Source: an optimization exercise on an open RTL-to-GDS flow (aim: a short achievable clock period and few clock cycles per item). Production flows keep margins and buffers that such runs may drop. The RTL was checked by simulation tests, not by an equivalence proof against the original design.

## run E
## ascon_permutation
module ascon_permutation #(
    parameter int unsigned MAX_ROUNDS = 12
) (
    input  logic         clk,
    input  logic         rst_n,
    input  logic         start,
    input  logic [3:0]   num_rounds,
    input  logic [319:0] state_in,
    output logic [319:0] state_out,
    output logic         busy,
    output logic         done
);
    localparam int unsigned KI = 2;
    localparam int unsigned KR = 3;
    localparam int unsigned KO = 1;
    localparam logic [3:0] MaxRounds = 4'(MAX_ROUNDS);
    logic [319:0] state_q, state_d;
    logic [3:0]   round_q, round_d;
    logic [3:0]   rem_q, rem_d;
    logic         busy_q, busy_d;
    logic         done_q, done_d;
    logic         omode_q, omode_d;
    logic [3:0]   n_eff;
    logic [3:0]   r_first;
    logic [3:0]   n_first;
    logic [3:0]   n_last;
    logic [3:0]   n_mid;
    logic [3:0]   n_step;
    logic         accept;
    function automatic logic [63:0] ror64(input logic [63:0] v, input int unsigned n);
        ror64 = (v >> n) | (v << (64 - n));
    endfunction
    function automatic logic [319:0] ascon_round(input logic [319:0] s, input logic [3:0] r);
        logic [63:0] x0, x1, x2, x3, x4;
        logic [63:0] t0, t1, t2, t3, t4;
        logic [63:0] c;
        logic [63:0] i1, i3;
        c  = {56'd0, 4'hF - r, r};
        x0 = s[319:256];
        x1 = s[255:192];
        x2 = s[191:128];
        x3 = s[127:64];
        x4 = s[63:0];
        i1 = x1;
        i3 = x3;
        x0 = x0 ^ x4;
        x4 = x4 ^ x3;
        x2 = x2 ^ x1;
        t0 = ~x0 & x1;
        t1 = ~x1 & x2;
        t2 = ~x2 & x3;
        t3 = ~x3 & x4;
        t4 = ~x4 & x0;
        x0 = x0 ^ t1;
        x1 = x1 ^ t2;
        x2 = x2 ^ t3;
        x3 = x3 ^ t4;
        x4 = x4 ^ t0;
        x1 = x1 ^ x0;
        x0 = x0 ^ x4;
        x3 = x3 ^ x2;
        x2 = ~x2;
        x0 = x0 ^ (c & ~i1);
        x1 = x1 ^ (c & ~(i1 ^ i3));
        x2 = x2 ^ c;
        x3 = x3 ^ c;
        x0 = x0 ^ ror64(x0, 19) ^ ror64(x0, 28);
  ...
Size: roughly 650 I/O pins, roughly 100000 µm² of cells after synthesis.
==> flow/config.mk <==
export PLATFORM = sky130hd
export DESIGN_NAME = ascon_permutation
export DESIGN_NICKNAME = ascon_permutation
export VERILOG_FILES = /design/flow/design.v
export SDC_FILE = /design/flow/constraint.sdc
export NUM_CORES = 4
export LEC_CHECK = 0
export CAP_MARGIN = 20
export CORE_MARGIN = 2
export CORE_UTILIZATION = 25
export SETUP_SLACK_MARGIN = 0.5
export SLEW_MARGIN = 20
==> flow/constraint.sdc <==
create_clock -name core_clock -period 5.5 [get_ports {clk}]
set_input_delay 1.1000 -clock core_clock [delete_from_list [all_inputs] [get_ports {clk}]]
set_output_delay 1.1000 -clock core_clock [all_outputs]
set_load 0.01 [all_outputs]
standard.sh (not shown) runs the stock make flow with config.mk's settings and CLKGATE_MAP_FILE= SYNTH_SCRIPT=/design/flow/synth_recipe.tcl, a recipe that flattens the netlist after the stock synthesis.
==> flow/flow/run.sh <==
#!/bin/bash
# Layout flow: the standard layout (standard.sh) with two changes:
#  * Yosys's half/full adder extraction is off (ADDER_MAP_FILE empty): the
#    design has no arithmetic, and extracted half adders only slow the
#    XOR/AND logic of the rounds. Registers are as in the standard synthesis.
#  * every input and output port still gets its buffer, but a plain buf_4
#    rather than the slow delay cell the default choice lands on.
set -uo pipefail
export ADDER_MAP_FILE=
export BUFFER_PORTS_ARGS="-buffer_cell sky130_fd_sc_hd__buf_4"
bash standard.sh finish > standard_flow.log 2>&1
status=$?
tail -n 40 standard_flow.log
exit $status
Run E: full flow OK, the timing, DRC and antenna checks passed
Testbench counts of run E, summed over its fixed seeds: cycles 9,721, items 3,200.
The inputs of run X differ from those of run E as listed below.
- PLACE_DENSITY now 0.6, previously not set
- CORE_UTILIZATION now 30, was 25
- SETUP_SLACK_MARGIN now 0.7, was 0.5
- Re combined area of all synthesized cells: no difference whatsoever between run E and run X.
- Row count was lower in the run labelled run X.
- As far as top-level port count goes, run X and run E are indistinguishable; the numbers are identical.
- For the routability congestion estimate, run X came in 2.8% higher than run E did.
- 5_1_grt: run X exited with error
- Compared with run E, run X degrades HPWL after detailed placement.
- Taking run E as the reference, in run X die extent in y fell by 8.7%; H-tree depth saw little to no change.

==> port drivers added, routing unchanged <==
How much do the figures lean on ideal ports? The routed layout below was timed once more, with nothing changed but the port constraints.
Step 1: set_driving_cell puts a clkbuf_16 on clk and a buf_2 on each other input, an assumption about the parent block.
Step 2 moves the port delays by t, midway between the first and last clock arrival at a register: inputs arrive t later, outputs are due t later. That takes back most of the time a late clock gives input paths.
Slacks: no drivers / after step 1 / after step 2; pairs: no drivers / after step 1.
run: run E
t (ns): 0.839
setup WS [ns]: 0.108 / 0.108 / -0.618
worst setup path at the end: input to register
Met with ideal ports but missed after step 2: setup timing in run E. The setup slack of run E moves by 0.000 ns with the drivers and by -0.726 ns with both steps.
